This design comes from an exercise in tuning for small area, a short achievable clock period and few clock cycles per item on the open sky130 flow, not from production work.
At most, simulation tests tie the RTL to the original design; equivalence was not proved.
No functional check of the RTL was part of run 1.

==> flow/design.v, too long to show whole: its modules and the start of the top module <==
// module mult_feeder: 36 lines
// module mult_tree: 1428 lines
// module mult_drain: 25 lines
// module mult_top: 43 lines
module mult_top #(
    parameter int OUT_DEPTH   = 4,
    parameter int OUT_CREDITS = 2
) (
    input  logic            clk,
    input  logic            arst_n,
    input  logic            op_valid,
    input  logic [63:0]     op,
    output logic            op_ready,
    output logic            res_valid,
    output logic [63:0]     res,
    input  logic            res_credit
);
  // ...
==> flow/run.sh <==
#!/bin/bash
# synth_recipe.tcl (not shown) runs the flow's synth.tcl, then flattens the netlist and writes it again
# the make line also repeats each setting of config.mk as NAME=value (left out here)
make -C /OpenROAD-flow-scripts/flow DESIGN_CONFIG=/design/flow/config.mk WORK_HOME=/design/flow/orfs CLKGATE_MAP_FILE= SYNTH_SCRIPT=/design/flow/synth_recipe.tcl finish
==> flow/config.mk <==
export PLATFORM = sky130hd
export DESIGN_NAME = mult_top
export DESIGN_NICKNAME = mult_top
export VERILOG_FILES = /design/flow/design.v
export SDC_FILE = /design/flow/constraint.sdc
export NUM_CORES = 4
export LEC_CHECK = 0
export ABC_AREA = 1
export CAP_MARGIN = 20
export CORE_MARGIN = 2
export CORE_UTILIZATION = 55
export GPL_TIMING_DRIVEN = 0
export SETUP_SLACK_MARGIN = 0.2
export SLEW_MARGIN = 20
==> flow/constraint.sdc <==
create_clock -name core_clock -period 4.0 [get_ports {clk}]
set_input_delay 0.8000 -clock core_clock [delete_from_list [all_inputs] [get_ports {clk}]]
set_output_delay 0.8000 -clock core_clock [all_outputs]
set_load 0.01 [all_outputs]
==> run summary, run 1 <==
* Run status: timing/DRC/antenna clean
* Multiplexer share of the synthesized area at 0%
* Clk sinks at roughly 250
* Hold_sp: op[1]
* Arrival time at the worst endpoint at 4.40 ns
* Inverters at between 700 and 800
* CP endpoint kind: register
* NonClk Buf Share at between 10% and 20%
* Met2 GRT Util at between 70% and 80%
* Clock buf/inv share at 2.61%
* Postcts setup bufs at 111
* Initial Utilization at between 50% and 60%
* Mapped cell area at 31700 um2
* Via count at approximately 32000
* Synth Flop Type: dfxtp_1
* Setup Total Neg Slack at 0 ns
* # rows at between 80 and 90
* Reg2Reg Capture Point: u_drain.res[59]
* Largest area contributor in the netlist: fa_1
* Setup Skew at 0.0295 ns
* CP max stage cell: fa_1
* Hold Crit Class: in -> reg
* First-pass DRT Iterations at 12
* Unrepaired setup endpoints after global routing: yes
* Die ar. at between 50000 and 60000 um2
* Met1 GRT Util at between 50 and 60%
* Seq area share at between 10 and 15%
* Share of cells above drive strength 1 at between 10% and 20%
==> module mult_drain, before the edit <==
module mult_drain #(
    parameter int ROWS = 3
) (
    input  logic               clk,
    input  logic [ROWS*64-1:0] rows_d,
    input  logic               res_load,
    output logic [63:0]        res
);
    logic [ROWS*64-1:0] rows;
    logic [63:0]        sum;
    always_ff @(posedge clk) begin
        rows <= rows_d;
    end
    always_comb begin
        sum = rows[63:0];
        for (int k = 1; k < ROWS; k++) begin
            sum = sum + rows[k*64 +: 64];
        end
    end
    always_ff @(posedge clk) begin
        if (res_load) begin
            res <= sum;
        end
    end
endmodule
==> module mult_top, before the edit <==
module mult_top #(
    parameter int OUT_DEPTH   = 4,
    parameter int OUT_CREDITS = 2
) (
    input  logic            clk,
    input  logic            arst_n,
    input  logic            op_valid,
    input  logic [63:0]     op,
    output logic            op_ready,
    output logic            res_valid,
    output logic [63:0]     res,
    input  logic            res_credit
);
    logic        rows_valid;
    logic        res_load;
    localparam int ROWS = 3;
    logic [ROWS*64-1:0] rows_d;
    mult_feeder #(
        .OUT_CREDITS (OUT_CREDITS)
    ) u_feeder (
        .clk        (clk),
        .arst_n     (arst_n),
        .op_valid   (op_valid),
        .op_ready   (op_ready),
        .rows_valid (rows_valid),
        .res_load   (res_load),
        .res_valid  (res_valid),
        .res_credit (res_credit)
    );
    mult_tree u_tree (
        .a (op[63:32]),
        .b (op[31:0]),
        .rows (rows_d)
    );
    mult_drain #(
        .ROWS (ROWS)
    ) u_drain (
        .clk      (clk),
        .rows_d   (rows_d),
        .res_load (res_load),
        .res      (res)
    );
endmodule
==> run 2, diff against run 1 <==
--- a/flow/design.v
+++ b/flow/design.v
@@ -39,17 +39,17 @@
             rows_valid <= accept;
         end
     end
 endmodule
 `timescale 1ns/1ps
 module mult_tree (
     input  logic [31:0] a,
     input  logic [31:0] b,
-    output logic [3*64-1:0] rows
+    output logic [4*64-1:0] rows
 );
     wire one0 = b[0] ^ 1'b0;
     wire two0 = (b[1] & ~b[0] & ~1'b0) | (~b[1] & b[0] & 1'b0);
     wire neg0 = b[1];
     wire pp0_0 = (one0 & a[0]) ^ neg0;
     wire pp0_1 = ((one0 & a[1]) | (two0 & a[0])) ^ neg0;
     wire pp0_2 = ((one0 & a[2]) | (two0 & a[1])) ^ neg0;
     wire pp0_3 = ((one0 & a[3]) | (two0 & a[2])) ^ neg0;
@@ -1348,155 +1348,517 @@
     wire s723 = ~(pp12_31 ^ pp13_29);
     wire c724 = pp12_31 | pp13_29;
     wire s725 = pp14_27 ^ pp15_25;
     wire c726 = pp14_27 & pp15_25;
     wire s727 = pp12_32 ^ pp13_30 ^ pp14_28;
     wire c728 = (pp12_32 & pp13_30) | (pp12_32 & pp14_28) | (pp13_30 & pp14_28);
     wire s729 = ~pp13_31;
     wire c730 = pp13_31;
-    wire s731 = neg2 ^ pp0_4;
-    wire c732 = neg2 & pp0_4;
-    wire s733 = pp0_5 ^ pp1_3;
-    wire c734 = pp0_5 & pp1_3;
-    wire s735 = pp1_4 ^ pp2_2 ^ pp3_0;
-    wire c736 = (pp1_4 & pp2_2) | (pp1_4 & pp3_0) | (pp2_2 & pp3_0);
-    wire s737 = pp2_3 ^ pp3_1 ^ c532;
-    wire c738 = (pp2_3 & pp3_1) | (pp2_3 & c532) | (pp3_1 & c532);
-    wire s739 = pp4_0 ^ c534 ^ s537;
-    wire c740 = (pp4_0 & c534) | (pp4_0 & s537) | (c534 & s537);
-    wire s741 = c538 ^ s541 ^ c536;
-    wire c742 = (c538 & s541) | (c538 & c536) | (s541 & c536);
-    wire s743 = c542 ^ c540 ^ s543;
-    wire c744 = (c542 & c540) | (c542 & s543) | (c540 & s543);
-    wire s745 = c544 ^ s547 ^ c546;
-    wire c746 = (c544 & s547) | (c544 & c546) | (s547 & c546);
-    wire s747 = c548 ^ s551 ^ c550;
-    wire c748 = (c548 & s551) | (c548 & c550) | (s551 & c550);
-    wire s749 = c552 ^ s555 ^ c554;
-    wire c750 = (c552 & s555) | (c552 & c554) | (s555 & c554);
-    wire s751 = c556 ^ s559 ^ c558;
-    wire c752 = (c556 & s559) | (c556 & c558) | (s559 & c558);
-    wire s753 = c560 ^ c562 ^ s563;
-    wire c754 = (c560 & c562) | (c560 & s563) | (c562 & s563);
-    wire s755 = c564 ^ c566 ^ s567;
-    wire c756 = (c564 & c566) | (c564 & s567) | (c566 & s567);
-    wire s757 = c568 ^ s571 ^ c570;
-    wire c758 = (c568 & s571) | (c568 & c570) | (s571 & c570);
-    wire s759 = c572 ^ s575 ^ c574;
-    wire c760 = (c572 & s575) | (c572 & c574) | (s575 & c574);
-    wire s761 = c576 ^ s579 ^ c578;
-    wire c762 = (c576 & s579) | (c576 & c578) | (s579 & c578);
-    wire s763 = c580 ^ s583 ^ c582;
-    wire c764 = (c580 & s583) | (c580 & c582) | (s583 & c582);
-    wire s765 = c584 ^ s587 ^ c586;
-    wire c766 = (c584 & s587) | (c584 & c586) | (s587 & c586);
-    wire s767 = c588 ^ s591 ^ c590;
-    wire c768 = (c588 & s591) | (c588 & c590) | (s591 & c590);
-    wire s769 = c592 ^ s595 ^ c594;
-    wire c770 = (c592 & s595) | (c592 & c594) | (s595 & c594);
-    wire s771 = c596 ^ c598 ^ s599;
-    wire c772 = (c596 & c598) | (c596 & s599) | (c598 & s599);
-    wire s773 = c600 ^ c602 ^ s603;
-    wire c774 = (c600 & c602) | (c600 & s603) | (c602 & s603);
-    wire s775 = c604 ^ s607 ^ c606;
-    wire c776 = (c604 & s607) | (c604 & c606) | (s607 & c606);
-    wire s777 = c608 ^ s611 ^ c610;
-    wire c778 = (c608 & s611) | (c608 & c610) | (s611 & c610);
-    wire s779 = c612 ^ s615 ^ c614;
-    wire c780 = (c612 & s615) | (c612 & c614) | (s615 & c614);
-    wire s781 = c616 ^ s619 ^ c618;
-    wire c782 = (c616 & s619) | (c616 & c618) | (s619 & c618);
-    wire s783 = c620 ^ s623 ^ c622;
-    wire c784 = (c620 & s623) | (c620 & c622) | (s623 & c622);
-    wire s785 = c624 ^ s627 ^ c626;
-    wire c786 = (c624 & s627) | (c624 & c626) | (s627 & c626);
-    wire s787 = c628 ^ s631 ^ c630;
-    wire c788 = (c628 & s631) | (c628 & c630) | (s631 & c630);
-    wire s789 = c632 ^ s635 ^ c634;
-    wire c790 = (c632 & s635) | (c632 & c634) | (s635 & c634);
-    wire s791 = c636 ^ s639 ^ c638;
-    wire c792 = (c636 & s639) | (c636 & c638) | (s639 & c638);
-    wire s793 = c640 ^ s643 ^ c642;
-    wire c794 = (c640 & s643) | (c640 & c642) | (s643 & c642);
-    wire s795 = c644 ^ s647 ^ c646;
-    wire c796 = (c644 & s647) | (c644 & c646) | (s647 & c646);
-    wire s797 = s651 ^ c648 ^ c650;
-    wire c798 = (s651 & c648) | (s651 & c650) | (c648 & c650);
-    wire s799 = c652 ^ s655 ^ c654;
-    wire c800 = (c652 & s655) | (c652 & c654) | (s655 & c654);
-    wire s801 = c656 ^ s659 ^ c658;
-    wire c802 = (c656 & s659) | (c656 & c658) | (s659 & c658);
-    wire s803 = c660 ^ s663 ^ s665;
-    wire c804 = (c660 & s663) | (c660 & s665) | (s663 & s665);
-    wire s805 = c664 ^ c666 ^ s667;
-    wire c806 = (c664 & c666) | (c664 & s667) | (c666 & s667);
-    wire s807 = c668 ^ s671 ^ c670;
-    wire c808 = (c668 & s671) | (c668 & c670) | (s671 & c670);
-    wire s809 = c672 ^ s675 ^ c674;
-    wire c810 = (c672 & s675) | (c672 & c674) | (s675 & c674);
-    wire s811 = c676 ^ s679 ^ c678;
-    wire c812 = (c676 & s679) | (c676 & c678) | (s679 & c678);
-    wire s813 = c680 ^ s683 ^ c682;
-    wire c814 = (c680 & s683) | (c680 & c682) | (s683 & c682);
-    wire s815 = c684 ^ s687 ^ c686;
-    wire c816 = (c684 & s687) | (c684 & c686) | (s687 & c686);
-    wire s817 = c688 ^ s691 ^ c690;
-    wire c818 = (c688 & s691) | (c688 & c690) | (s691 & c690);
-    wire s819 = c692 ^ s695 ^ c694;
-    wire c820 = (c692 & s695) | (c692 & c694) | (s695 & c694);
-    wire s821 = c696 ^ s699 ^ s701;
-    wire c822 = (c696 & s699) | (c696 & s701) | (s699 & s701);
-    wire s823 = s703 ^ c700 ^ c702;
-    wire c824 = (s703 & c700) | (s703 & c702) | (c700 & c702);
-    wire s825 = c704 ^ s707 ^ c706;
-    wire c826 = (c704 & s707) | (c704 & c706) | (s707 & c706);
-    wire s827 = s711 ^ c708 ^ c710;
-    wire c828 = (s711 & c708) | (s711 & c710) | (c708 & c710);
-    wire s829 = c712 ^ s715 ^ c714;
-    wire c830 = (c712 & s715) | (c712 & c714) | (s715 & c714);
-    wire s831 = c716 ^ s719 ^ s721;
-    wire c832 = (c716 & s719) | (c716 & s721) | (s719 & s721);
-    wire s833 = s723 ^ s725 ^ c720;
-    wire c834 = (s723 & s725) | (s723 & c720) | (s725 & c720);
-    wire s835 = pp15_26 ^ c724 ^ c726;
-    wire c836 = (pp15_26 & c724) | (pp15_26 & c726) | (c724 & c726);
-    wire s837 = pp14_29 ^ pp15_27 ^ s729;
-    wire c838 = (pp14_29 & pp15_27) | (pp14_29 & s729) | (pp15_27 & s729);
-    wire s839 = c730 ^ pp13_32 ^ pp14_30;
-    wire c840 = (c730 & pp13_32) | (c730 & pp14_30) | (pp13_32 & pp14_30);
-    wire s841 = ~pp14_31;
-    wire c842 = pp14_31;
-    assign rows[63:0] = {1'b1, pp15_32, 1'b1, c842, c840, c838, c836, c834, c832, c830, c828, c826, c824, c822, c820, c818, c816, c814, c812, c810, c808, c806, c804, c802, c800, c798, c796, c794, c792, c790, c788, c786, c784, c782, c780, c778, c776, c774, c772, c770, c768, c766, c764, c762, c760, c758, c756, c754, c752, c750, c748, c746, c744, c742, c740, c738, c736, c734, c732, s731, pp0_3, neg1, pp0_1, neg0};
-    assign rows[127:64] = {1'b0, 1'b0, pp15_31, pp14_32, s841, s839, s837, s835, s833, s831, s829, s827, s825, s823, s821, s819, s817, s815, s813, s811, s809, s807, s805, s803, s801, s799, s797, s795, s793, s791, s789, s787, s785, s783, s781, s779, s777, s775, s773, s771, s769, s767, s765, s763, s761, s759, s757, s755, s753, s751, s749, s747, s745, s743, s741, s739, s737, s735, s733, pp1_2, pp1_1, pp0_2, 1'b0, pp0_0};
-    assign rows[191:128] = {1'b0, 1'b0, 1'b0, pp15_30, pp15_29, pp15_28, c728, s727, c722, c718, s717, s713, s709, s705, c698, s697, s693, s689, s685, s681, s677, s673, s669, c662, s661, s657, s653, s649, s645, s641, s637, s633, s629, s625, s621, s617, s613, s609, s605, s601, s597, s593, s589, s585, s581, s577, s573, s569, s565, s561, s557, s553, s549, s545, s539, s535, s533, s531, pp2_1, pp2_0, 1'b0, pp1_0, 1'b0, 1'b0};
+    assign rows[63:0] = {1'b1, pp15_32, 1'b1, pp14_32, 1'b1, c730, c728, c724, c720, c716, c712, c708, c704, c700, c696, c692, c688, c684, c680, c676, c672, c668, c664, c660, c656, c652, c648, c644, c640, c636, c632, c628, c624, c620, c616, c612, c608, c604, c600, c596, c592, c588, c584, c580, c576, c572, c568, c564, c560, c556, c552, c548, c544, c540, c536, c534, c532, s531, pp0_5, neg2, pp0_3, neg1, pp0_1, neg0};
+    assign rows[127:64] = {1'b0, 1'b0, pp15_31, pp15_30, pp14_31, pp13_32, s729, c726, c722, c718, c714, c710, c706, c702, c698, c694, c690, c686, c682, c678, c674, c670, c666, c662, c658, c654, c650, c646, c642, c638, c634, c630, c626, c622, c618, c614, c610, c606, c602, c598, c594, c590, c586, c582, c578, c574, c570, c566, c562, c558, c554, c550, c546, c542, c538, s535, s533, pp1_4, pp1_3, pp0_4, pp1_1, pp0_2, 1'b0, pp0_0};
+    assign rows[191:128] = {1'b0, 1'b0, 1'b0, 1'b0, pp15_29, pp14_30, pp14_29, s727, s723, s719, s715, s711, s707, s703, s699, s695, s691, s687, s683, s679, s675, s671, s667, s663, s659, s655, s651, s647, s643, s639, s635, s631, s627, s623, s619, s615, s611, s607, s603, s599, s595, s591, s587, s583, s579, s575, s571, s567, s563, s559, s555, s551, s547, s543, s539, s537, pp2_3, pp2_2, pp2_1, pp1_2, 1'b0, pp1_0, 1'b0, 1'b0};
+    assign rows[255:192] = {1'b0, 1'b0, 1'b0, 1'b0, 1'b0, pp15_28, pp15_27, pp15_26, s725, s721, s717, s713, s709, s705, s701, s697, s693, s689, s685, s681, s677, s673, s669, s665, s661, s657, s653, s649, s645, s641, s637, s633, s629, s625, s621, s617, s613, s609, s605, s601, s597, s593, s589, s585, s581, s577, s573, s569, s565, s561, s557, s553, s549, s545, s541, pp4_0, pp3_1, pp3_0, 1'b0, pp2_0, 1'b0, 1'b0, 1'b0, 1'b0};
+endmodule
+module mult_tree_post (
+    input  logic [4*64-1:0] rows,
+    output logic [63:0] x,
+    output logic [63:0] y
+);
+    wire q0_0 = rows[0];
+    wire q1_0 = rows[64];
+    wire q0_1 = rows[1];
+    wire q0_2 = rows[2];
+    wire q1_2 = rows[66];
+    wire q2_2 = rows[130];
+    wire q0_3 = rows[3];
+    wire q1_3 = rows[67];
+    wire q0_4 = rows[4];
+    wire q1_4 = rows[68];
+    wire q2_4 = rows[132];
+    wire q3_4 = rows[196];
+    wire q0_5 = rows[5];
+    wire q1_5 = rows[69];
+    wire q2_5 = rows[133];
+    wire q0_6 = rows[6];
+    wire q1_6 = rows[70];
+    wire q2_6 = rows[134];
+    wire q3_6 = rows[198];
+    wire q0_7 = rows[7];
+    wire q1_7 = rows[71];
+    wire q2_7 = rows[135];
+    wire q3_7 = rows[199];
+    wire q0_8 = rows[8];
+    wire q1_8 = rows[72];
+    wire q2_8 = rows[136];
+    wire q3_8 = rows[200];
+    wire q0_9 = rows[9];
+    wire q1_9 = rows[73];
+    wire q2_9 = rows[137];
+    wire q3_9 = rows[201];
+    wire q0_10 = rows[10];
+    wire q1_10 = rows[74];
+    wire q2_10 = rows[138];
+    wire q3_10 = rows[202];
+    wire q0_11 = rows[11];
+    wire q1_11 = rows[75];
+    wire q2_11 = rows[139];
+    wire q3_11 = rows[203];
+    wire q0_12 = rows[12];
+    wire q1_12 = rows[76];
+    wire q2_12 = rows[140];
+    wire q3_12 = rows[204];
+    wire q0_13 = rows[13];
+    wire q1_13 = rows[77];
+    wire q2_13 = rows[141];
+    wire q3_13 = rows[205];
+    wire q0_14 = rows[14];
+    wire q1_14 = rows[78];
+    wire q2_14 = rows[142];
+    wire q3_14 = rows[206];
+    wire q0_15 = rows[15];
+    wire q1_15 = rows[79];
+    wire q2_15 = rows[143];
+    wire q3_15 = rows[207];
+    wire q0_16 = rows[16];
+    wire q1_16 = rows[80];
+    wire q2_16 = rows[144];
+    wire q3_16 = rows[208];
+    wire q0_17 = rows[17];
+    wire q1_17 = rows[81];
+    wire q2_17 = rows[145];
+    wire q3_17 = rows[209];
+    wire q0_18 = rows[18];
+    wire q1_18 = rows[82];
+    wire q2_18 = rows[146];
+    wire q3_18 = rows[210];
+    wire q0_19 = rows[19];
+    wire q1_19 = rows[83];
+    wire q2_19 = rows[147];
+    wire q3_19 = rows[211];
+    wire q0_20 = rows[20];
+    wire q1_20 = rows[84];
+    wire q2_20 = rows[148];
+    wire q3_20 = rows[212];
+    wire q0_21 = rows[21];
+    wire q1_21 = rows[85];
+    wire q2_21 = rows[149];
+    wire q3_21 = rows[213];
+    wire q0_22 = rows[22];
+    wire q1_22 = rows[86];
+    wire q2_22 = rows[150];
+    wire q3_22 = rows[214];
+    wire q0_23 = rows[23];
+    wire q1_23 = rows[87];
+    wire q2_23 = rows[151];
+    wire q3_23 = rows[215];
+    wire q0_24 = rows[24];
+    wire q1_24 = rows[88];
+    wire q2_24 = rows[152];
+    wire q3_24 = rows[216];
+    wire q0_25 = rows[25];
+    wire q1_25 = rows[89];
+    wire q2_25 = rows[153];
+    wire q3_25 = rows[217];
+    wire q0_26 = rows[26];
+    wire q1_26 = rows[90];
+    wire q2_26 = rows[154];
+    wire q3_26 = rows[218];
+    wire q0_27 = rows[27];
+    wire q1_27 = rows[91];
+    wire q2_27 = rows[155];
+    wire q3_27 = rows[219];
+    wire q0_28 = rows[28];
+    wire q1_28 = rows[92];
+    wire q2_28 = rows[156];
+    wire q3_28 = rows[220];
+    wire q0_29 = rows[29];
+    wire q1_29 = rows[93];
+    wire q2_29 = rows[157];
+    wire q3_29 = rows[221];
+    wire q0_30 = rows[30];
+    wire q1_30 = rows[94];
+    wire q2_30 = rows[158];
+    wire q3_30 = rows[222];
+    wire q0_31 = rows[31];
+    wire q1_31 = rows[95];
+    wire q2_31 = rows[159];
+    wire q3_31 = rows[223];
+    wire q0_32 = rows[32];
+    wire q1_32 = rows[96];
+    wire q2_32 = rows[160];
+    wire q3_32 = rows[224];
+    wire q0_33 = rows[33];
+    wire q1_33 = rows[97];
+    wire q2_33 = rows[161];
+    wire q3_33 = rows[225];
+    wire q0_34 = rows[34];
+    wire q1_34 = rows[98];
+    wire q2_34 = rows[162];
+    wire q3_34 = rows[226];
+    wire q0_35 = rows[35];
+    wire q1_35 = rows[99];
+    wire q2_35 = rows[163];
+    wire q3_35 = rows[227];
+    wire q0_36 = rows[36];
+    wire q1_36 = rows[100];
+    wire q2_36 = rows[164];
+    wire q3_36 = rows[228];
+    wire q0_37 = rows[37];
+    wire q1_37 = rows[101];
+    wire q2_37 = rows[165];
+    wire q3_37 = rows[229];
+    wire q0_38 = rows[38];
+    wire q1_38 = rows[102];
+    wire q2_38 = rows[166];
+    wire q3_38 = rows[230];
+    wire q0_39 = rows[39];
+    wire q1_39 = rows[103];
+    wire q2_39 = rows[167];
+    wire q3_39 = rows[231];
+    wire q0_40 = rows[40];
+    wire q1_40 = rows[104];
+    wire q2_40 = rows[168];
+    wire q3_40 = rows[232];
+    wire q0_41 = rows[41];
+    wire q1_41 = rows[105];
+    wire q2_41 = rows[169];
+    wire q3_41 = rows[233];
+    wire q0_42 = rows[42];
+    wire q1_42 = rows[106];
+    wire q2_42 = rows[170];
+    wire q3_42 = rows[234];
+    wire q0_43 = rows[43];
+    wire q1_43 = rows[107];
+    wire q2_43 = rows[171];
+    wire q3_43 = rows[235];
+    wire q0_44 = rows[44];
+    wire q1_44 = rows[108];
+    wire q2_44 = rows[172];
+    wire q3_44 = rows[236];
+    wire q0_45 = rows[45];
+    wire q1_45 = rows[109];
+    wire q2_45 = rows[173];
+    wire q3_45 = rows[237];
+    wire q0_46 = rows[46];
+    wire q1_46 = rows[110];
+    wire q2_46 = rows[174];
+    wire q3_46 = rows[238];
+    wire q0_47 = rows[47];
+    wire q1_47 = rows[111];
+    wire q2_47 = rows[175];
+    wire q3_47 = rows[239];
+    wire q0_48 = rows[48];
+    wire q1_48 = rows[112];
+    wire q2_48 = rows[176];
+    wire q3_48 = rows[240];
+    wire q0_49 = rows[49];
+    wire q1_49 = rows[113];
+    wire q2_49 = rows[177];
+    wire q3_49 = rows[241];
+    wire q0_50 = rows[50];
+    wire q1_50 = rows[114];
+    wire q2_50 = rows[178];
+    wire q3_50 = rows[242];
+    wire q0_51 = rows[51];
+    wire q1_51 = rows[115];
+    wire q2_51 = rows[179];
+    wire q3_51 = rows[243];
+    wire q0_52 = rows[52];
+    wire q1_52 = rows[116];
+    wire q2_52 = rows[180];
+    wire q3_52 = rows[244];
+    wire q0_53 = rows[53];
+    wire q1_53 = rows[117];
+    wire q2_53 = rows[181];
+    wire q3_53 = rows[245];
+    wire q0_54 = rows[54];
+    wire q1_54 = rows[118];
+    wire q2_54 = rows[182];
+    wire q3_54 = rows[246];
+    wire q0_55 = rows[55];
+    wire q1_55 = rows[119];
+    wire q2_55 = rows[183];
+    wire q3_55 = rows[247];
+    wire q0_56 = rows[56];
+    wire q1_56 = rows[120];
+    wire q2_56 = rows[184];
+    wire q3_56 = rows[248];
+    wire q0_57 = rows[57];
+    wire q1_57 = rows[121];
+    wire q2_57 = rows[185];
+    wire q3_57 = rows[249];
+    wire q0_58 = rows[58];
+    wire q1_58 = rows[122];
+    wire q2_58 = rows[186];
+    wire q3_58 = rows[250];
+    wire q1_59 = rows[123];
+    wire q2_59 = rows[187];
+    wire q0_60 = rows[60];
+    wire q1_60 = rows[124];
+    wire q1_61 = rows[125];
+    wire q0_62 = rows[62];
+    wire s731 = q0_4 ^ q1_4;
+    wire c732 = q0_4 & q1_4;
+    wire s733 = q0_5 ^ q1_5;
+    wire c734 = q0_5 & q1_5;
+    wire s735 = q0_6 ^ q1_6 ^ q2_6;
+    wire c736 = (q0_6 & q1_6) | (q0_6 & q2_6) | (q1_6 & q2_6);
+    wire s737 = q0_7 ^ q1_7 ^ q2_7;
+    wire c738 = (q0_7 & q1_7) | (q0_7 & q2_7) | (q1_7 & q2_7);
+    wire s739 = q0_8 ^ q1_8 ^ q2_8;
+    wire c740 = (q0_8 & q1_8) | (q0_8 & q2_8) | (q1_8 & q2_8);
+    wire s741 = q0_9 ^ q1_9 ^ q2_9;
+    wire c742 = (q0_9 & q1_9) | (q0_9 & q2_9) | (q1_9 & q2_9);
+    wire s743 = q0_10 ^ q1_10 ^ q2_10;
+    wire c744 = (q0_10 & q1_10) | (q0_10 & q2_10) | (q1_10 & q2_10);
+    wire s745 = q0_11 ^ q1_11 ^ q2_11;
+    wire c746 = (q0_11 & q1_11) | (q0_11 & q2_11) | (q1_11 & q2_11);
+    wire s747 = q0_12 ^ q1_12 ^ q2_12;
+    wire c748 = (q0_12 & q1_12) | (q0_12 & q2_12) | (q1_12 & q2_12);
+    wire s749 = q0_13 ^ q1_13 ^ q2_13;
+    wire c750 = (q0_13 & q1_13) | (q0_13 & q2_13) | (q1_13 & q2_13);
+    wire s751 = q0_14 ^ q1_14 ^ q2_14;
+    wire c752 = (q0_14 & q1_14) | (q0_14 & q2_14) | (q1_14 & q2_14);
+    wire s753 = q0_15 ^ q1_15 ^ q2_15;
+    wire c754 = (q0_15 & q1_15) | (q0_15 & q2_15) | (q1_15 & q2_15);
+    wire s755 = q0_16 ^ q1_16 ^ q2_16;
+    wire c756 = (q0_16 & q1_16) | (q0_16 & q2_16) | (q1_16 & q2_16);
+    wire s757 = q0_17 ^ q1_17 ^ q2_17;
+    wire c758 = (q0_17 & q1_17) | (q0_17 & q2_17) | (q1_17 & q2_17);
+    wire s759 = q0_18 ^ q1_18 ^ q2_18;
+    wire c760 = (q0_18 & q1_18) | (q0_18 & q2_18) | (q1_18 & q2_18);
+    wire s761 = q0_19 ^ q1_19 ^ q2_19;
+    wire c762 = (q0_19 & q1_19) | (q0_19 & q2_19) | (q1_19 & q2_19);
+    wire s763 = q0_20 ^ q1_20 ^ q2_20;
+    wire c764 = (q0_20 & q1_20) | (q0_20 & q2_20) | (q1_20 & q2_20);
+    wire s765 = q0_21 ^ q1_21 ^ q2_21;
+    wire c766 = (q0_21 & q1_21) | (q0_21 & q2_21) | (q1_21 & q2_21);
+    wire s767 = q0_22 ^ q1_22 ^ q2_22;
+    wire c768 = (q0_22 & q1_22) | (q0_22 & q2_22) | (q1_22 & q2_22);
+    wire s769 = q0_23 ^ q1_23 ^ q2_23;
+    wire c770 = (q0_23 & q1_23) | (q0_23 & q2_23) | (q1_23 & q2_23);
+    wire s771 = q0_24 ^ q1_24 ^ q2_24;
+    wire c772 = (q0_24 & q1_24) | (q0_24 & q2_24) | (q1_24 & q2_24);
+    wire s773 = q0_25 ^ q1_25 ^ q2_25;
+    wire c774 = (q0_25 & q1_25) | (q0_25 & q2_25) | (q1_25 & q2_25);
+    wire s775 = q0_26 ^ q1_26 ^ q2_26;
+    wire c776 = (q0_26 & q1_26) | (q0_26 & q2_26) | (q1_26 & q2_26);
+    wire s777 = q0_27 ^ q1_27 ^ q2_27;
+    wire c778 = (q0_27 & q1_27) | (q0_27 & q2_27) | (q1_27 & q2_27);
+    wire s779 = q0_28 ^ q1_28 ^ q2_28;
+    wire c780 = (q0_28 & q1_28) | (q0_28 & q2_28) | (q1_28 & q2_28);
+    wire s781 = q0_29 ^ q1_29 ^ q2_29;
+    wire c782 = (q0_29 & q1_29) | (q0_29 & q2_29) | (q1_29 & q2_29);
+    wire s783 = q0_30 ^ q1_30 ^ q2_30;
+    wire c784 = (q0_30 & q1_30) | (q0_30 & q2_30) | (q1_30 & q2_30);
+    wire s785 = q0_31 ^ q1_31 ^ q2_31;
+    wire c786 = (q0_31 & q1_31) | (q0_31 & q2_31) | (q1_31 & q2_31);
+    wire s787 = q0_32 ^ q1_32 ^ q2_32;
+    wire c788 = (q0_32 & q1_32) | (q0_32 & q2_32) | (q1_32 & q2_32);
+    wire s789 = q0_33 ^ q1_33 ^ q2_33;
+    wire c790 = (q0_33 & q1_33) | (q0_33 & q2_33) | (q1_33 & q2_33);
+    wire s791 = q0_34 ^ q1_34 ^ q2_34;
+    wire c792 = (q0_34 & q1_34) | (q0_34 & q2_34) | (q1_34 & q2_34);
+    wire s793 = q0_35 ^ q1_35 ^ q2_35;
+    wire c794 = (q0_35 & q1_35) | (q0_35 & q2_35) | (q1_35 & q2_35);
+    wire s795 = q0_36 ^ q1_36 ^ q2_36;
+    wire c796 = (q0_36 & q1_36) | (q0_36 & q2_36) | (q1_36 & q2_36);
+    wire s797 = q0_37 ^ q1_37 ^ q2_37;
+    wire c798 = (q0_37 & q1_37) | (q0_37 & q2_37) | (q1_37 & q2_37);
+    wire s799 = q0_38 ^ q1_38 ^ q2_38;
+    wire c800 = (q0_38 & q1_38) | (q0_38 & q2_38) | (q1_38 & q2_38);
+    wire s801 = q0_39 ^ q1_39 ^ q2_39;
+    wire c802 = (q0_39 & q1_39) | (q0_39 & q2_39) | (q1_39 & q2_39);
+    wire s803 = q0_40 ^ q1_40 ^ q2_40;
+    wire c804 = (q0_40 & q1_40) | (q0_40 & q2_40) | (q1_40 & q2_40);
+    wire s805 = q0_41 ^ q1_41 ^ q2_41;
+    wire c806 = (q0_41 & q1_41) | (q0_41 & q2_41) | (q1_41 & q2_41);
+    wire s807 = q0_42 ^ q1_42 ^ q2_42;
+    wire c808 = (q0_42 & q1_42) | (q0_42 & q2_42) | (q1_42 & q2_42);
+    wire s809 = q0_43 ^ q1_43 ^ q2_43;
+    wire c810 = (q0_43 & q1_43) | (q0_43 & q2_43) | (q1_43 & q2_43);
+    wire s811 = q0_44 ^ q1_44 ^ q2_44;
+    wire c812 = (q0_44 & q1_44) | (q0_44 & q2_44) | (q1_44 & q2_44);
+    wire s813 = q0_45 ^ q1_45 ^ q2_45;
+    wire c814 = (q0_45 & q1_45) | (q0_45 & q2_45) | (q1_45 & q2_45);
+    wire s815 = q0_46 ^ q1_46 ^ q2_46;
+    wire c816 = (q0_46 & q1_46) | (q0_46 & q2_46) | (q1_46 & q2_46);
+    wire s817 = q0_47 ^ q1_47 ^ q2_47;
+    wire c818 = (q0_47 & q1_47) | (q0_47 & q2_47) | (q1_47 & q2_47);
+    wire s819 = q0_48 ^ q1_48 ^ q2_48;
+    wire c820 = (q0_48 & q1_48) | (q0_48 & q2_48) | (q1_48 & q2_48);
+    wire s821 = q0_49 ^ q1_49 ^ q2_49;
+    wire c822 = (q0_49 & q1_49) | (q0_49 & q2_49) | (q1_49 & q2_49);
+    wire s823 = q0_50 ^ q1_50 ^ q2_50;
+    wire c824 = (q0_50 & q1_50) | (q0_50 & q2_50) | (q1_50 & q2_50);
+    wire s825 = q0_51 ^ q1_51 ^ q2_51;
+    wire c826 = (q0_51 & q1_51) | (q0_51 & q2_51) | (q1_51 & q2_51);
+    wire s827 = q0_52 ^ q1_52 ^ q2_52;
+    wire c828 = (q0_52 & q1_52) | (q0_52 & q2_52) | (q1_52 & q2_52);
+    wire s829 = q0_53 ^ q1_53 ^ q2_53;
+    wire c830 = (q0_53 & q1_53) | (q0_53 & q2_53) | (q1_53 & q2_53);
+    wire s831 = q0_54 ^ q1_54 ^ q2_54;
+    wire c832 = (q0_54 & q1_54) | (q0_54 & q2_54) | (q1_54 & q2_54);
+    wire s833 = q0_55 ^ q1_55 ^ q2_55;
+    wire c834 = (q0_55 & q1_55) | (q0_55 & q2_55) | (q1_55 & q2_55);
+    wire s835 = q0_56 ^ q1_56 ^ q2_56;
+    wire c836 = (q0_56 & q1_56) | (q0_56 & q2_56) | (q1_56 & q2_56);
+    wire s837 = q0_57 ^ q1_57 ^ q2_57;
+    wire c838 = (q0_57 & q1_57) | (q0_57 & q2_57) | (q1_57 & q2_57);
+    wire s839 = q0_58 ^ q1_58 ^ q2_58;
+    wire c840 = (q0_58 & q1_58) | (q0_58 & q2_58) | (q1_58 & q2_58);
+    wire s841 = ~q1_59;
+    wire c842 = q1_59;
+    wire s843 = q0_2 ^ q1_2;
+    wire c844 = q0_2 & q1_2;
+    wire s845 = q0_3 ^ q1_3;
+    wire c846 = q0_3 & q1_3;
+    wire s847 = q2_4 ^ q3_4 ^ s731;
+    wire c848 = (q2_4 & q3_4) | (q2_4 & s731) | (q3_4 & s731);
+    wire s849 = q2_5 ^ c732 ^ s733;
+    wire c850 = (q2_5 & c732) | (q2_5 & s733) | (c732 & s733);
+    wire s851 = q3_6 ^ c734 ^ s735;
+    wire c852 = (q3_6 & c734) | (q3_6 & s735) | (c734 & s735);
+    wire s853 = q3_7 ^ c736 ^ s737;
+    wire c854 = (q3_7 & c736) | (q3_7 & s737) | (c736 & s737);
+    wire s855 = q3_8 ^ c738 ^ s739;
+    wire c856 = (q3_8 & c738) | (q3_8 & s739) | (c738 & s739);
+    wire s857 = q3_9 ^ c740 ^ s741;
+    wire c858 = (q3_9 & c740) | (q3_9 & s741) | (c740 & s741);
+    wire s859 = q3_10 ^ c742 ^ s743;
+    wire c860 = (q3_10 & c742) | (q3_10 & s743) | (c742 & s743);
+    wire s861 = q3_11 ^ c744 ^ s745;
+    wire c862 = (q3_11 & c744) | (q3_11 & s745) | (c744 & s745);
+    wire s863 = q3_12 ^ c746 ^ s747;
+    wire c864 = (q3_12 & c746) | (q3_12 & s747) | (c746 & s747);
+    wire s865 = q3_13 ^ c748 ^ s749;
+    wire c866 = (q3_13 & c748) | (q3_13 & s749) | (c748 & s749);
+    wire s867 = q3_14 ^ c750 ^ s751;
+    wire c868 = (q3_14 & c750) | (q3_14 & s751) | (c750 & s751);
+    wire s869 = q3_15 ^ c752 ^ s753;
+    wire c870 = (q3_15 & c752) | (q3_15 & s753) | (c752 & s753);
+    wire s871 = q3_16 ^ c754 ^ s755;
+    wire c872 = (q3_16 & c754) | (q3_16 & s755) | (c754 & s755);
+    wire s873 = q3_17 ^ c756 ^ s757;
+    wire c874 = (q3_17 & c756) | (q3_17 & s757) | (c756 & s757);
+    wire s875 = q3_18 ^ c758 ^ s759;
+    wire c876 = (q3_18 & c758) | (q3_18 & s759) | (c758 & s759);
+    wire s877 = q3_19 ^ c760 ^ s761;
+    wire c878 = (q3_19 & c760) | (q3_19 & s761) | (c760 & s761);
+    wire s879 = q3_20 ^ c762 ^ s763;
+    wire c880 = (q3_20 & c762) | (q3_20 & s763) | (c762 & s763);
+    wire s881 = q3_21 ^ c764 ^ s765;
+    wire c882 = (q3_21 & c764) | (q3_21 & s765) | (c764 & s765);
+    wire s883 = q3_22 ^ c766 ^ s767;
+    wire c884 = (q3_22 & c766) | (q3_22 & s767) | (c766 & s767);
+    wire s885 = q3_23 ^ c768 ^ s769;
+    wire c886 = (q3_23 & c768) | (q3_23 & s769) | (c768 & s769);
+    wire s887 = q3_24 ^ c770 ^ s771;
+    wire c888 = (q3_24 & c770) | (q3_24 & s771) | (c770 & s771);
+    wire s889 = q3_25 ^ c772 ^ s773;
+    wire c890 = (q3_25 & c772) | (q3_25 & s773) | (c772 & s773);
+    wire s891 = q3_26 ^ c774 ^ s775;
+    wire c892 = (q3_26 & c774) | (q3_26 & s775) | (c774 & s775);
+    wire s893 = q3_27 ^ c776 ^ s777;
+    wire c894 = (q3_27 & c776) | (q3_27 & s777) | (c776 & s777);
+    wire s895 = q3_28 ^ c778 ^ s779;
+    wire c896 = (q3_28 & c778) | (q3_28 & s779) | (c778 & s779);
+    wire s897 = q3_29 ^ c780 ^ s781;
+    wire c898 = (q3_29 & c780) | (q3_29 & s781) | (c780 & s781);
+    wire s899 = q3_30 ^ c782 ^ s783;
+    wire c900 = (q3_30 & c782) | (q3_30 & s783) | (c782 & s783);
+    wire s901 = q3_31 ^ c784 ^ s785;
+    wire c902 = (q3_31 & c784) | (q3_31 & s785) | (c784 & s785);
+    wire s903 = q3_32 ^ c786 ^ s787;
+    wire c904 = (q3_32 & c786) | (q3_32 & s787) | (c786 & s787);
+    wire s905 = q3_33 ^ c788 ^ s789;
+    wire c906 = (q3_33 & c788) | (q3_33 & s789) | (c788 & s789);
+    wire s907 = q3_34 ^ c790 ^ s791;
+    wire c908 = (q3_34 & c790) | (q3_34 & s791) | (c790 & s791);
+    wire s909 = q3_35 ^ c792 ^ s793;
+    wire c910 = (q3_35 & c792) | (q3_35 & s793) | (c792 & s793);
+    wire s911 = q3_36 ^ c794 ^ s795;
+    wire c912 = (q3_36 & c794) | (q3_36 & s795) | (c794 & s795);
+    wire s913 = q3_37 ^ c796 ^ s797;
+    wire c914 = (q3_37 & c796) | (q3_37 & s797) | (c796 & s797);
+    wire s915 = q3_38 ^ c798 ^ s799;
+    wire c916 = (q3_38 & c798) | (q3_38 & s799) | (c798 & s799);
+    wire s917 = q3_39 ^ c800 ^ s801;
+    wire c918 = (q3_39 & c800) | (q3_39 & s801) | (c800 & s801);
+    wire s919 = q3_40 ^ c802 ^ s803;
+    wire c920 = (q3_40 & c802) | (q3_40 & s803) | (c802 & s803);
+    wire s921 = q3_41 ^ c804 ^ s805;
+    wire c922 = (q3_41 & c804) | (q3_41 & s805) | (c804 & s805);
+    wire s923 = q3_42 ^ c806 ^ s807;
+    wire c924 = (q3_42 & c806) | (q3_42 & s807) | (c806 & s807);
+    wire s925 = q3_43 ^ c808 ^ s809;
+    wire c926 = (q3_43 & c808) | (q3_43 & s809) | (c808 & s809);
+    wire s927 = q3_44 ^ c810 ^ s811;
+    wire c928 = (q3_44 & c810) | (q3_44 & s811) | (c810 & s811);
+    wire s929 = q3_45 ^ c812 ^ s813;
+    wire c930 = (q3_45 & c812) | (q3_45 & s813) | (c812 & s813);
+    wire s931 = q3_46 ^ c814 ^ s815;
+    wire c932 = (q3_46 & c814) | (q3_46 & s815) | (c814 & s815);
+    wire s933 = q3_47 ^ c816 ^ s817;
+    wire c934 = (q3_47 & c816) | (q3_47 & s817) | (c816 & s817);
+    wire s935 = q3_48 ^ c818 ^ s819;
+    wire c936 = (q3_48 & c818) | (q3_48 & s819) | (c818 & s819);
+    wire s937 = q3_49 ^ c820 ^ s821;
+    wire c938 = (q3_49 & c820) | (q3_49 & s821) | (c820 & s821);
+    wire s939 = q3_50 ^ c822 ^ s823;
+    wire c940 = (q3_50 & c822) | (q3_50 & s823) | (c822 & s823);
+    wire s941 = q3_51 ^ c824 ^ s825;
+    wire c942 = (q3_51 & c824) | (q3_51 & s825) | (c824 & s825);
+    wire s943 = q3_52 ^ c826 ^ s827;
+    wire c944 = (q3_52 & c826) | (q3_52 & s827) | (c826 & s827);
+    wire s945 = q3_53 ^ c828 ^ s829;
+    wire c946 = (q3_53 & c828) | (q3_53 & s829) | (c828 & s829);
+    wire s947 = q3_54 ^ c830 ^ s831;
+    wire c948 = (q3_54 & c830) | (q3_54 & s831) | (c830 & s831);
+    wire s949 = q3_55 ^ c832 ^ s833;
+    wire c950 = (q3_55 & c832) | (q3_55 & s833) | (c832 & s833);
+    wire s951 = q3_56 ^ c834 ^ s835;
+    wire c952 = (q3_56 & c834) | (q3_56 & s835) | (c834 & s835);
+    wire s953 = q3_57 ^ c836 ^ s837;
+    wire c954 = (q3_57 & c836) | (q3_57 & s837) | (c836 & s837);
+    wire s955 = q3_58 ^ c838 ^ s839;
+    wire c956 = (q3_58 & c838) | (q3_58 & s839) | (c838 & s839);
+    wire s957 = q2_59 ^ s841 ^ c840;
+    wire c958 = (q2_59 & s841) | (q2_59 & c840) | (s841 & c840);
+    wire s959 = c842 ^ q0_60 ^ q1_60;
+    wire c960 = (c842 & q0_60) | (c842 & q1_60) | (q0_60 & q1_60);
+    wire s961 = ~q1_61;
+    wire c962 = q1_61;
+    assign x = {1'b1, c962, c960, c958, c956, c954, c952, c950, c948, c946, c944, c942, c940, c938, c936, c934, c932, c930, c928, c926, c924, c922, c920, c918, c916, c914, c912, c910, c908, c906, c904, c902, c900, c898, c896, c894, c892, c890, c888, c886, c884, c882, c880, c878, c876, c874, c872, c870, c868, c866, c864, c862, c860, c858, c856, c854, c852, c850, c848, c846, c844, s843, q0_1, q0_0};
+    assign y = {1'b0, q0_62, s961, s959, s957, s955, s953, s951, s949, s947, s945, s943, s941, s939, s937, s935, s933, s931, s929, s927, s925, s923, s921, s919, s917, s915, s913, s911, s909, s907, s905, s903, s901, s899, s897, s895, s893, s891, s889, s887, s885, s883, s881, s879, s877, s875, s873, s871, s869, s867, s865, s863, s861, s859, s857, s855, s853, s851, s849, s847, s845, q2_2, 1'b0, q1_0};
 endmodule
 `timescale 1ns/1ps
 module mult_drain #(
-    parameter int ROWS = 3
+    parameter int ROWS = 4
 ) (
     input  logic               clk,
     input  logic [ROWS*64-1:0] rows_d,
     input  logic               res_load,
     output logic [63:0]        res
 );
     logic [ROWS*64-1:0] rows;
-    logic [63:0]        sum;
+    logic [63:0]        x;
+    logic [63:0]        y;
     always_ff @(posedge clk) begin
         rows <= rows_d;
     end
-    always_comb begin
-        sum = rows[63:0];
-        for (int k = 1; k < ROWS; k++) begin
-            sum = sum + rows[k*64 +: 64];
-        end
-    end
+    mult_tree_post u_post (
+        .rows (rows),
+        .x    (x),
+        .y    (y)
+    );
     always_ff @(posedge clk) begin
         if (res_load) begin
-            res <= sum;
+            res <= x + y;
         end
     end
 endmodule
 `timescale 1ns/1ps
 module mult_top #(
     parameter int OUT_DEPTH   = 4,
     parameter int OUT_CREDITS = 2
 ) (
@@ -1506,17 +1868,17 @@
     input  logic [63:0]     op,
     output logic            op_ready,
     output logic            res_valid,
     output logic [63:0]     res,
     input  logic            res_credit
 );
     logic        rows_valid;
     logic        res_load;
-    localparam int ROWS = 3;
+    localparam int ROWS = 4;
     logic [ROWS*64-1:0] rows_d;
     mult_feeder #(
         .OUT_CREDITS (OUT_CREDITS)
     ) u_feeder (
         .clk        (clk),
         .arst_n     (arst_n),
         .op_valid   (op_valid),
         .op_ready   (op_ready),
==> flow/flow/run.sh (new file) <==
#!/bin/bash
# The standard layout with three changes to the netlist it lays out:
#  1. after the standard synthesis, flow/polarity.py removes the inverters
#     that synthesis left around full-adder cells (a full adder is self-dual,
#     so flipping its polarity changes no function); registers are untouched.
#  2. the buffers that synthesis (abc) put in are taken out at floorplan, so
#     the placer's repair builds the fanout trees.
#  3. the port buffers are buf_4 cells rather than the delay cells
#     buffer_ports picks by default. Every port still gets its own buffer.
# Each step writes its full output to a log of its own here (synth.log,
# polarity.log, standard.log); each ORFS step also keeps its log under
# orfs/logs.
set -euo pipefail
export REMOVE_ABC_BUFFERS=1
export BUFFER_PORTS_ARGS="-buffer_cell sky130_fd_sc_hd__buf_4"
bash standard.sh synth > synth.log 2>&1
R=orfs/results/${FLOW_PLATFORM}/mult_top/base
python3 flow/polarity.py $R/1_2_yosys.v $R/1_2_yosys_pol.v > polarity.log 2>&1
cp $R/1_2_yosys.v $R/1_2_yosys_std.v
cp $R/1_2_yosys_pol.v $R/1_2_yosys.v
rm -f $R/1_synth.odb $R/1_synth.sdc
bash standard.sh finish > standard.log 2>&1
==> flow/flow/polarity.py (new file) <==
#!/usr/bin/env python3
"""Removes inverters around full adders in a mapped sky130 netlist.

A full adder is self-dual: fa(~a, ~b, ~c) = (~sum, ~cout). Synthesis often
leaves inverters on the inputs or outputs of sky130_fd_sc_hd__fa_* cells. This
script flips the polarity of a full adder whenever that removes more
inverters than it adds, and removes inverter pairs, until nothing improves.
The logic function of every net that leaves the changed region is unchanged.

usage: polarity.py IN.v OUT.v
"""
import re
import sys
from collections import defaultdict

src = open(sys.argv[1]).read()
m = re.search(r'^(module\s+\w+\s*\(.*?\);)', src, re.S | re.M)
head_end = m.end()
inst_re = re.compile(r'^  (sky130_fd_sc_hd__\w+)\s+(\S+)\s*\(\n(.*?)\n  \);\n', re.S | re.M)
insts = {}
order = []
first = None
last = None
for mm in inst_re.finditer(src):
    if first is None:
        first = mm.start()
    last = mm.end()
    typ, name, body = mm.group(1), mm.group(2), mm.group(3)
    pins = {}
    for pm in re.finditer(r'\.(\w+)\((.*?)\)(?:,|$)', body, re.M):
        pins[pm.group(1)] = pm.group(2)
    insts[name] = [typ, pins]
    order.append(name)
pre = src[:first]
post = src[last:]
assert 'assign' not in post and 'assign' not in pre, 'netlist has assigns'

OUTPINS = {'X', 'Y', 'Q', 'Q_N', 'SUM', 'COUT', 'HI', 'LO'}
ports = set()
for pm in re.finditer(r'^\s*(input|output|inout)\s+(\[\d+:\d+\]\s+)?(\S+);', pre, re.M):
    ports.add(pm.group(3))

def is_port(net):
    base = net.split('[')[0].strip()
    return base in ports or net.strip() in ports

def is_inv(t):
    return re.match(r'sky130_fd_sc_hd__(clk)?inv_\d+$', t) is not None

def is_fa(t):
    return re.match(r'sky130_fd_sc_hd__fa_\d+$', t) is not None

drv = {}
loads = defaultdict(set)   # net -> set of (inst, pin)
def rebuild():
    drv.clear(); loads.clear()
    for n, (t, pins) in insts.items():
        for p, net in pins.items():
            if p in OUTPINS:
                drv[net] = (n, p)
            else:
                loads[net].add((n, p))
rebuild()

newid = [0]
newwires = []
def new_net():
    newid[0] += 1
    w = f'_pol{newid[0]}_'
    newwires.append(w)
    return w

def add_inv(a):
    y = new_net()
    newid[0] += 1
    name = f'_polinv{newid[0]}_'
    insts[name] = ['sky130_fd_sc_hd__inv_1', {'A': a, 'Y': y}]
    order.append(name)
    drv[y] = (name, 'Y')
    loads[a].add((name, 'A'))
    return y

def remove_inst(n):
    t, pins = insts.pop(n)
    for p, net in pins.items():
        if p in OUTPINS:
            drv.pop(net, None)
        else:
            loads[net].discard((n, p))

def connect(n, p, net):
    old = insts[n][1][p]
    loads[old].discard((n, p))
    insts[n][1][p] = net
    loads[net].add((n, p))

def inv_src(net):
    """If net is driven by an inverter, the inverter's input net."""
    d = drv.get(net)
    if d and is_inv(insts[d[0]][0]):
        return insts[d[0]][1]['A']
    return None

def existing_inv_of(net):
    for (n, p) in loads[net]:
        if is_inv(insts[n][0]) and p == 'A':
            return insts[n][1]['Y']
    return None

def dead_cleanup(net):
    """Remove inverters whose outputs have no loads, recursively."""
    d = drv.get(net)
    if d and is_inv(insts[d[0]][0]) and not loads[net] and not is_port(net):
        a = insts[d[0]][1]['A']
        remove_inst(d[0])
        dead_cleanup(a)

def n_inv():
    return sum(1 for t, _ in insts.values() if is_inv(t))

def flip_gain(n):
    """Inverters saved by flipping fa n (positive is good)."""
    t, pins = insts[n]
    gain = 0
    for p in ('A', 'B', 'CIN'):
        net = pins[p]
        s = inv_src(net)
        if s is not None:
            # the inverter goes away if this is its only load
            if len(loads[net]) == 1 and not is_port(net):
                gain += 1
        else:
            if existing_inv_of(net) is None:
                gain -= 1
    for p in ('SUM', 'COUT'):
        net = pins[p]
        ls = loads[net]
        invl = [x for x in ls if is_inv(insts[x[0]][0]) and not is_port(insts[x[0]][1]['Y'])]
        other = len(ls) - len(invl)
        gain += len(invl)
        if other or is_port(net):
            gain -= 1
    return gain

def do_flip(n):
    t, pins = insts[n]
    for p in ('A', 'B', 'CIN'):
        net = pins[p]
        s = inv_src(net)
        if s is not None:
            connect(n, p, s)
            dead_cleanup(net)
        else:
            e = existing_inv_of(net)
            connect(n, p, e if e is not None else add_inv(net))
    for p in ('SUM', 'COUT'):
        net = pins[p]
        # the fa now drives a new net m with the inverted value
        m = new_net()
        drv.pop(net, None)
        insts[n][1][p] = m
        drv[m] = (n, p)
        for (i, ip) in list(loads[net]):
            if is_inv(insts[i][0]) and not is_port(insts[i][1]['Y']):
                y = insts[i][1]['Y']
                for (ln, lp) in list(loads[y]):
                    connect(ln, lp, m)
                remove_inst(i)
        if loads[net] or is_port(net):
            # the remaining loads want the old value: an inverter drives net
            newid[0] += 1
            name = f'_polinv{newid[0]}_'
            insts[name] = ['sky130_fd_sc_hd__inv_1', {'A': m, 'Y': net}]
            order.append(name)
            drv[net] = (name, 'Y')
            loads[m].add((name, 'A'))

def remove_double_inverters():
    removed = 0
    for n in list(insts):
        if n not in insts or not is_inv(insts[n][0]):
            continue
        a = insts[n][1]['A']
        y = insts[n][1]['Y']
        s = inv_src(a)
        if s is None or is_port(y):
            continue
        for (ln, lp) in list(loads[y]):
            connect(ln, lp, s)
        remove_inst(n)
        dead_cleanup(a)
        removed += 1
    return removed

before = n_inv()
changed = True
rounds = 0
while changed and rounds < 50:
    rounds += 1
    changed = False
    if remove_double_inverters():
        changed = True
    for n in list(insts):
        if n in insts and is_fa(insts[n][0]) and len({insts[n][1][p] for p in ('A', 'B', 'CIN')}) == 3 and flip_gain(n) > 0:
            b = n_inv()
            do_flip(n)
            if n_inv() >= b:
                raise RuntimeError(f'flip of {n} did not help')
            changed = True
after = n_inv()
print(f'inverters: {before} -> {after}', file=sys.stderr)

# write back
out = [pre.rstrip('\n') + '\n']
for w in newwires:
    out.append(f'  wire {w};\n')
for n in order:
    if n not in insts:
        continue
    t, pins = insts[n]
    body = ',\n'.join(f'    .{p}({net})' for p, net in pins.items())
    out.append(f'  {t} {n} (\n{body}\n  );\n')
out.append(post)
open(sys.argv[2], 'w').write(''.join(out))
==> flow/standard.sh (new file) <==
#!/bin/bash
# synth_recipe.tcl (not shown) runs the flow's synth.tcl, then flattens the netlist and writes it again
# the make line also repeats each setting of config.mk as NAME=value (left out here)
make -C /OpenROAD-flow-scripts/flow DESIGN_CONFIG=/design/flow/config.mk WORK_HOME=/design/flow/orfs CLKGATE_MAP_FILE= SYNTH_SCRIPT=/design/flow/synth_recipe.tcl "${@:-finish}"
removed: flow/run.sh
==> run 2 against run 1 <==
Against the previous run: via count down 13%; first-iteration DRC count down 38%; critical endpoint is now u_drain.rows[224]; global-route usage down 11 points; critical path depth up 1; sequential share of layout area up 4.3 points; utilization down 7.1 points.
==> run summary, run 2 <==
* Top flop regs: u_drain.rows x233, u_drain.res x64, u_feeder.credits x2 (was u_drain.rows x181, u_drain.res x64, u_feeder.credits x2)
* Wire per inst at 26.4 um (was 31.4 um)
* Crit path required time at 4.43 ns (was 4.52 ns)
* Worst Tran Pin Value at 0.973 ns (was 1.00 ns)
* First-pass DRT Iterations at 5 (was 12)
* Setup Total Neg Slack at 0 ns (unchanged)
* Crit-path max cell delay at 0.54 ns (was 0.52 ns)
* Most frequent cells in the layout: 603 x nand2_1, 544 x xor2_1, 489 x o22ai_1, 476 x inv_1, 427 x fa_1 (was 706 x inv_1, 571 x nand2_1, 521 x xor2_1, 439 x o22ai_1, 395 x fa_1)
* CP cell instances: buf_6, nor2_1, inv_1, nand2_4, buf_16, o22ai_1, xor2_1, ha_1, inv_1, fa_1, fa_1, inv_1, fa_1 (was clkdlybuf4s18_2, inv_1, clkbuf_2, o22ai_1, xor2_1, fa_1, inv_1, fa_1, inv_1, fa_1, fa_2, fa_2)
* Unrepaired setup endpoints after global routing: yes (unchanged)
* Largest delay share family, worst path: adder cells (unchanged)
* Die ar. at 59800 um2 (was 59600 um2)
* Residual DRC at 0 (unchanged)
* M3 GR Usage at 11.4% (was 26.7%)
* # rows at 88 (was 87)
* Relative slew slack at 35.2% (was 33.2%)
* Fillcell total at 4999 (was 4348)
* Final hold vios at 0 (unchanged)
* Die Y at 245 um (was 244 um)
* Mapped cell area at 31800 um2 (was 31700 um2)
* Most common cell after layout, fill and taps aside: nand2_1 (was inv_1)
* Initial antenna violation count at 1 (was 13)
* Largest register FFs at 233 (was 181)
* First-pass GRT wire length at 175000 um (was 214000 um)
* I/O Pins at 134 (unchanged)
* PortBufs at 133 (was 132)
* Met1 GRT Util at 50.7% (was 57.7%)
* Final period util at 94.6% (was 96.9%)
* Vias in the first global route at 28592 (was 31271)
* Share of cells above drive strength 1 at 11.4% (was 18.7%)
* Multi-input logic area at 22300 um2 (was 23300 um2)
* Most flop-heavy register: u_drain.rows (unchanged)
* DRT antenna net count at 0 (unchanged)
* Pre-CTS WS at -1.12 ns (was -1.85 ns)
* R2R setup slack at 0.54 ns (was 0.99 ns)
* Number of buffers on the longest clock path at 3 (unchanged)
* # setup viols final at 0 (unchanged)
* Setup Skew at 0.0400 ns (was 0.0295 ns)
* CTS tree: yes (unchanged)
* Largest net degree at the start of global routing at 61 (was 50)
* CP bufs+invs at 5 (unchanged)
* Initial Utilization at 55.4% (was 55.9%)
* CP endpoint kind: register (unchanged)
* Max Slew Vio Count at 0 (unchanged)
* Register Area at 6690 um2 (was 5650 um2)
* Fmax at 264 MHz (was 258 MHz)
* Hold Crit Class: in -> async (was in -> reg)
* DR vias/cell at 6.18 (was 6.43)
* Global Route Usage Sum at 39.4% (was 50.6%)
* Met2 GRT Util at 60.5% (was 71.2%)
* Final min period at 3.78 ns (was 3.88 ns)
* Final WL at 117000 um (was 154000 um)
* Grt ovf at 0 (unchanged)
* Num CTS Buffers at 36 (was 29)
* Worst-path clk slew at 0.06 ns (about the same)
* CP startpoint kind: input pin (unchanged)
* Post-Synthesis Cells at 3638 (was 3814)
* Area growth from synthesis to layout at 12.7% (was 24.4%)
* Final net count at 4259 (was 4743)
* Final Wtd Congestion at 0.963 (was 1.16)
* Post-synthesis average cell area at 8.75 um2 (was 8.31 um2)
* GRT Max-Usage Layer: met2 (unchanged)
* HPWL after detailed placement at 82500 um (was 113000 um)
* Crit Path Category: in -> reg (unchanged)
* CTS H-tree lvls at 2 (was 1)
* Chip width at 245 um (was 244 um)
* Core area at 57500 um2 (was 56700 um2)
* Max-Cap Viols at 0 (unchanged)
* Setup ws final at 0.218 ns (was 0.124 ns)
* Run status: timing/DRC/antenna clean (unchanged)
* Root Driver: clkbuf_16 (unchanged)
* Via count at 27453 (was 31616)
* Fin util at 62.4% (was 69.5%)
* CP max stage cell: fa_1 (unchanged)
* YS warnings at 2 (unchanged)
* Clock latency on the worst-skew pair at 0.59 ns (was 0.60 ns)
* Arrival time at the worst endpoint at 4.21 ns (was 4.40 ns)
* Critical path fanouts, max at 20 (was 10)
* Initial detailed-routing violation count at 3218 (was 5209)
* CP startpoint: op[19] (was op[0])
* Clk sinks at 301 (was 249)
* Reg2reg start: u_drain.rows[24] (was u_drain.rows[19])
-- run 2: path summary, 6_finish.rpt --
kind,to,cells after the start
max,u_drain.rows[224],13
min,u_feeder.rows_valid,1
max reg2reg,u_drain.res[58],12
min reg2reg,u_drain.res[0],1
max in group asynchronous,u_feeder.credits[1],1
min in group core_clock,u_feeder.credits[0],2
-- run 2: per-layer routing --
metal / wire [um] / vias to the layer above
met5: 134 / -
met4: 6910 / 6
met3: 14600 / 497
met2: 50800 / 1998
met1: 44800 / 13265
li1: - / 11687
-- run 2: cell type report --
cell class | instances | area share [%]
Clock buffer | 47 | 2.77
Tap cell | 765 | 2.67
Antenna cell | 1 | 0.00698
Timing Repair Buffer | 225 | 7.61
Multi-Input combinational cell | 2562 | 62.2
Inverter | 525 | 5.63
Clock inverter | 17 | 0.485
Sequential cell | 301 | 18.7
-- run 2: what timing repair did --
action / in CTS / in global routing
buffers inserted: 41 / 0
setup endpoints to repair: 83 / 21
hold buffers: 0 / 0
gates resized for setup: 31 / 28
pin swaps: 15 / 1
hold endpoints to repair: 0 / 0
-- run 2: per-stage QoR --
stage / instances / hold slack (ns) / cell area (um2)
final: 4443 / 0.0356 / 35900
after global routing: 4442 / 0.0158 / 35900
after CTS: 4442 / 0.0149 / 35800
after detailed placement: 4337 / 0.518 / 34100
after global placement: 4286 / 0.513 / 32600
after floorplan: 3388 / 0.496 / 30700
Testbench counts of run 2, summed over its fixed seeds: cycles 3,216, items 3,200.
==> run 3, diff against run 2 <==
--- a/flow/config.mk
+++ b/flow/config.mk
@@ -12,3 +12,3 @@
 export GPL_TIMING_DRIVEN = 0
-export SETUP_SLACK_MARGIN = 0.2
+export SETUP_SLACK_MARGIN = 0.6
 export SLEW_MARGIN = 20
==> run 3 against run 2 <==
Against the previous run: clock skew rose by 0.0023 ns; hold slack got worse by 0.0022 ns; cell count rose by 2.3%; count of clock-buffer cells in the layout did not move; flip-flop and latch count did not move; maximum frequency rose by 9.5%.
==> run summary, run 3 <==
* First-pass DRT Iterations at 7 (was 5)
* Crit Path Category: in -> reg (unchanged)
* Worst Tran Pin Value at 0.890 ns (was 0.973 ns)
* Max Slew Vio Count at 0 (unchanged)
* Post-Synthesis Cells at 3638 (unchanged)
* Reg2Reg Capture Point: u_drain.res[60] (was u_drain.res[58])
* Most flop-heavy register: u_drain.rows (unchanged)
* Root Driver: clkbuf_16 (unchanged)
* Wire per inst at 27.7 um (was 26.4 um)
* DRT antenna net count at 0 (unchanged)
* Worst-path clk slew at 0.06 ns (about the same)
* Top flop regs: u_drain.rows x233, u_drain.res x64, u_feeder.credits x2 (unchanged)
* Worst hold slack at 0.0334 ns (was 0.0356 ns)
* R2R setup slack at 0.69 ns (was 0.54 ns)
* Met1 GRT Util at 51.5% (was 50.7%)
* CTS H-tree lvls at 2 (unchanged)
* Most frequent cells in the layout: 584 x nand2_1, 543 x xor2_1, 479 x o22ai_1, 473 x inv_1, 417 x fa_1 (was 603 x nand2_1, 544 x xor2_1, 489 x o22ai_1, 476 x inv_1, 427 x fa_1)
* CTS tree: yes (unchanged)
* Unrepaired setup endpoints after global routing: yes (unchanged)
* First-pass GRT wire length at 180000 um (was 175000 um)
* Clk sinks at 301 (unchanged)
* Final Wtd Congestion at 0.963 (unchanged)
* I/O Pins at 134 (unchanged)
* M3 GR Usage at 12.9% (was 11.4%)
* Final WL at 126000 um (was 117000 um)
* Via count at 28569 (was 27453)
* Global Route Usage Sum at 40.9% (was 39.4%)
* Chip width at 245 um (unchanged)
* Final hold vios at 0 (unchanged)
* Worst R2R Path Depth at 12 (unchanged)
* Max-Cap Viols at 0 (unchanged)
* Vias in the first global route at 29136 (was 28592)
* # setup viols final at 0 (unchanged)
* Reg2reg start: u_drain.rows[42] (was u_drain.rows[24])
* Arrival time at the worst endpoint at 3.89 ns (was 4.21 ns)
* YS warnings at 2 (unchanged)
* Post-CTS Hold Fix Bufs at 0 (unchanged)
* Largest net degree at the start of global routing at 61 (unchanged)
* # rows at 88 (unchanged)
* Die Y at 245 um (unchanged)
* Hold Crit Class: in -> async (unchanged)
* Mapped cell area at 31800 um2 (unchanged)
* Share of cells above drive strength 1 at 15.9% (was 11.4%)
* DR vias/cell at 6.29 (was 6.18)
* Final net count at 4358 (was 4259)
* GRT Max-Usage Layer: met2 (unchanged)
* Initial detailed-routing violation count at 3369 (was 3218)
* HPWL after detailed placement at 82500 um (unchanged)
* Post-synthesis average cell area at 8.75 um2 (unchanged)
* Largest register FFs at 233 (unchanged)
* CP startpoint kind: input pin (unchanged)
* PortBufs at 133 (unchanged)
* Setup Total Neg Slack at 0 ns (unchanged)
* Num CTS Buffers at 36 (unchanged)
* Clock latency on the worst-skew pair at 0.59 ns (about the same)
* Grt ovf at 0 (unchanged)
* Most common cell after layout, fill and taps aside: nand2_1 (unchanged)
* Final min period at 3.45 ns (was 3.78 ns)
* Final period util at 86.3% (was 94.6%)
* Fin area at 37900 um2 (was 35900 um2)
* Crit path required time at 4.43 ns (about the same)
* Initial Utilization at 55.4% (unchanged)
* Critical path fanouts, max at 11 (was 20)
* Area growth from synthesis to layout at 19.1% (was 12.7%)
* Residual DRC at 0 (unchanged)
* Placed inst area at 34100 um2 (unchanged)
* Run status: timing/DRC/antenna clean (unchanged)
* Fmax at 290 MHz (was 264 MHz)
* Relative slew slack at 40.6% (was 35.2%)
* CP endpoint kind: register (unchanged)
* Die ar. at 59800 um2 (unchanged)
* Setup Skew at 0.0423 ns (was 0.0400 ns)
* Met2 GRT Util at 62.4% (was 60.5%)
* Initial antenna violation count at 2 (was 1)
* Core area at 57500 um2 (unchanged)
* Number of buffers on the longest clock path at 3 (unchanged)
==> run 3: repair_timing <==
item | CTS | global route
pin swaps | 25 | 37
cloned | 13 | 10
hold endpoints to repair | 0 | 0
buffers inserted | 54 | 63
endpoints found under the setup margin | 127 | 59
resized for setup | 158 | 117
==> run 3: final cells by class <==
class | count | area [um2]
sequential | 301 | 6690
timing repair inverter | 4 | 42.5
clock inverter | 17 | 174
multi-input combinational | 2564 | 22800
antenna | 3 | 7.51
clock buffer | 47 | 995
tap | 765 | 957
inverter | 525 | 2240
fill | 4695 | 19600
timing repair buffer | 318 | 4040
==> run 3: worst max-delay path by stage <==
stage	slack, ns	endpoint	from
floorplan	-0.75	u_drain.rows[224]	op[9]
global placement	-3.57	u_drain.rows[225]	op[17]
detailed placement	-1.12	u_drain.rows[226]	op[15]
CTS	0.57	u_drain.rows[226]	op[17]
global route	0.47	u_drain.rows[223]	op[5]
finish	0.55	u_drain.rows[223]	op[5]
==> run 3: worst max-delay path, stage by stage <==
cell     delay (ns)
buf_16         0.13
nand2_2        0.11
nand2_2        0.11
o21ai_4        0.08
buf_12         0.16
o22ai_1        0.18
xor2_1         0.21
fa_1           0.47
fa_2           0.60
inv_1          0.06
fa_1           0.45
fa_1           0.50
==> run 3: metal layers <==
| metal | part of all wire (%) | vias to the layer above |
|---|---|---|
| met1 | 37 | 13873 |
| met4 | 7.0 | 4 |
| met2 | 43 | 2225 |
| met3 | 13 | 569 |
| met5 | 0.067 | - |
| li1 | - | 11898 |
==> run 3: per-stage QoR <==
step	util, %	setup slack, ns	instances
global route	65.9	0.471	4541
detailed placement	59.3	-1.12	4337
floorplan	-	-0.745	3388
CTS	64.0	0.572	4468
finish	65.9	0.546	4544
global placement	56.8	-3.57	4286

## port drivers added, routing unchanged
Ports are ideal in the flow. The routed layouts listed here were re-timed in OpenROAD. Step 1 (the two cells are an assumption about what drives the block):
set clk [get_ports {clk}]
set_driving_cell -lib_cell sky130_fd_sc_hd__clkbuf_16 $clk
set_driving_cell -lib_cell sky130_fd_sc_hd__buf_2 [delete_from_list [all_inputs] $clk]
Step 2, shift: input delay + t, output delay - t, t = (earliest + latest rising clock arrival at the registers) / 2. This alone moves slack from input paths to output paths. Three values: ideal, step 1, step 2; two values: the first two.
| run | t (ns) | setup slack, ns | worst hold slack (ns) | worst slew at a driven data input, ns |
|---|---|---|---|---|
| run 1 | 0.655 | 0.124 / 0.165 / -0.489 | 0.379 / 0.335 / 0.552 | 0.07 |
| run 2 | 0.637 | 0.218 / 0.251 / -0.385 | 0.036 / -0.008 / 0.525 | 0.06 |
| run 3 | 0.640 | 0.546 / 0.404 / -0.236 | 0.033 / -0.007 / 0.525 | 0.23 |
With both steps, setup timing fails in every run listed, where it was met with ideal ports. For run 3, which loses most, drivers alone change the setup slack by -0.142 ns; drivers and shift together by -0.782 ns.
